Context: an optimization exercise on an open-source flow, tuned for small area. The choices shown serve that exercise and are no tape-out recipe. No activity file was given, so power comes from the tool's default toggle rates.

== east ==
## denise_top
module denise_top
(
  input  logic        clk,
  input  logic        reset,
  input  logic [7:0]  rga,
  input  logic [15:0] db_in,
  output logic [15:0] db_out,
  output logic        db_oen,
  output logic [3:0]  red,
  output logic [3:0]  green,
  output logic [3:0]  blue,
  output logic        sol
);
clock: 4.0 ns
lec_check: 0
cap_margin: 0
core_margin: 2
core_utilization: 35
cts_buf_list: sky130_fd_sc_hd__clkbuf_16
cts_cluster_diameter: 100
cts_cluster_size: 24
gpl_timing_driven: 0
slew_margin: 0
standard.sh (not shown) runs the stock make flow with config.mk's settings and CLKGATE_MAP_FILE= SYNTH_SCRIPT=/design/flow/synth_recipe.tcl, a recipe that flattens the netlist after the stock synthesis.
==> flow/flow/run.sh <==
#!/bin/bash
# Own layout flow: the standard flow (standard.sh), with two changes:
#  - synthesis is synth_recipe.tcl unchanged except that Yosys's abc call
#    uses flow/area.abc (an area-oriented mapping script) instead of ORFS's
#    script; flip-flops are mapped before abc, so registers are unchanged;
#  - ports are buffered with sky130_fd_sc_hd__buf_1 instead of the
#    default port buffer cell.
set -euo pipefail
HERE=$(pwd)
cat > "$HERE/own_synth.tcl" <<EOT
proc abc {args} {
  set i [lsearch -exact \$args -script]
  if { \$i >= 0 } { lset args [expr {\$i + 1}] $HERE/flow/area.abc }
  yosys abc {*}\$args
}
source $HERE/synth_recipe.tcl
EOT
sed -e "s|SYNTH_SCRIPT=[^ ]*|SYNTH_SCRIPT=$HERE/own_synth.tcl BUFFER_PORTS_ARGS=\"-buffer_cell sky130_fd_sc_hd__buf_1\"|" standard.sh > own_standard.sh
bash own_standard.sh > "$HERE/own_flow.log" 2>&1
==> flow/flow/area.abc <==
strash
dch -f
amap -m
topo
stime -c
buffer -c
east finished every stage and its layout cleared the timing, DRC and antenna checks.
Relative to east, the following input files were edited for west:
diff --git a/flow/flow/run.sh b/flow/flow/run.sh
--- a/flow/flow/run.sh
+++ b/flow/flow/run.sh
@@ -16,4 +16,4 @@
 source $HERE/synth_recipe.tcl
 EOT
-sed -e "s|SYNTH_SCRIPT=[^ ]*|SYNTH_SCRIPT=$HERE/own_synth.tcl BUFFER_PORTS_ARGS=\"-buffer_cell sky130_fd_sc_hd__buf_1\"|" standard.sh > own_standard.sh
+sed -e "s|SYNTH_SCRIPT=[^ ]*|SYNTH_SCRIPT=$HERE/own_synth.tcl BUFFER_PORTS_ARGS=\"-buffer_cell sky130_fd_sc_hd__buf_1\" REMOVE_ABC_BUFFERS=1|" standard.sh > own_standard.sh
 bash own_standard.sh > "$HERE/own_flow.log" 2>&1
==> flow/flow/area.abc <==
strash
dch -f
amap -m
topo
stime -c
### Flow results
west closes out successfully: all stages finished, all timing, DRC and antenna checks passed.
Core utilization (higher): west
Changes observed in west relative to east: register share of the cell area increased 3.4 points, maximum number of pins on one net before global-route repair increased 30, clock group total power decreased about 4%.
Going from east to west, multi-input gate share of total cell area grows by 1.3 points.
Between east and west, post-layout total power decreased.
west vs east on fraction of the yosys area taken by sequential cells: west is the higher one.
On clock period minus worst slack, west tracks east almost exactly.
No run of this note included a check of the RTL's function; only the layout flow was run.

---

Another version of the RTL of denise_top (not shown whole).
Size in the first run: roughly 2,600 cells after synthesis, roughly 640 flip-flops, ~56 I/O pins.
==> flow/config.mk <==
export PLATFORM = sky130hd
export DESIGN_NAME = denise_top
export DESIGN_NICKNAME = denise_top
export VERILOG_FILES = /design/flow/design.v
export SDC_FILE = /design/flow/constraint.sdc
export NUM_CORES = 4
export LEC_CHECK = 0
export ABC_AREA = 1
export CAP_MARGIN = 20
export CORE_MARGIN = 2
export CORE_UTILIZATION = 40
export CTS_BUF_LIST = sky130_fd_sc_hd__clkbuf_16
export CTS_CLUSTER_DIAMETER = 100
export CTS_CLUSTER_SIZE = 30
export SLEW_MARGIN = 20
==> flow/constraint.sdc <==
create_clock -name core_clock -period 4.0 [get_ports {clk}]
set_input_delay 0.8000 -clock core_clock [delete_from_list [all_inputs] [get_ports {clk}]]
set_output_delay 0.8000 -clock core_clock [all_outputs]
set_load 0.01 [all_outputs]
run.sh (not shown) runs the stock make flow with config.mk's settings and CLKGATE_MAP_FILE= SYNTH_SCRIPT=/design/flow/synth_recipe.tcl, a recipe that flattens the netlist after the stock synthesis.
Stock flow here: none of the scripts above is used.
Then changed:
CTS_BUF_LIST = sky130_fd_sc_hd__clkbuf_8   (was sky130_fd_sc_hd__clkbuf_16)
CTS_CLUSTER_DIAMETER = unset   (was 100)
CTS_CLUSTER_SIZE = unset   (was 30)
Effect: Cell area went up by about 5%. Wire length went up by about 2.4%. Maximum frequency went down by about 1.3%. Die area is unchanged. Area after synthesis is unchanged.
No functional check of the RTL was part of any run of this note.

## what the ideal ports hide
How much do the figures lean on ideal ports? The routed layouts below were timed once more, with nothing changed but the port constraints.
Step 1 sets driving cells, clkbuf_16 on the clock port and buf_2 on the other inputs (assumed; they add their load-dependent delay and slew).
Step 2 adds t to the input delays and takes it off the output delays; t is the mean of the earliest and latest rising clock arrival at the registers after step 1. Input paths then give back, and output paths get back, about the clock's delay inside the block.
Three values: ideal, step 1, step 2; two values: the first two.
run | shift t [ns] | setup slack, ns | latest minus earliest clock arrival (ns) | worst data-port slew with drivers (ns) | pins driven straight from the clock port
east | 0.673 | 0.256 / 0.256 / 0.256 | 0.024 / 0.025 | 0.04 | 1
west | 0.659 | 0.259 / 0.259 / 0.259 | 0.018 / 0.019 | 0.03 | 1
the first run of note 2 | 0.671 | 0.956 / 0.956 / 0.956 | 0.039 / 0.038 | 0.04 | 1
the second run of note 2 | 0.760 | 0.916 / 0.911 / 0.916 | 0.055 / 0.055 | 0.04 | 1
After both steps setup and hold are still met in every run listed.
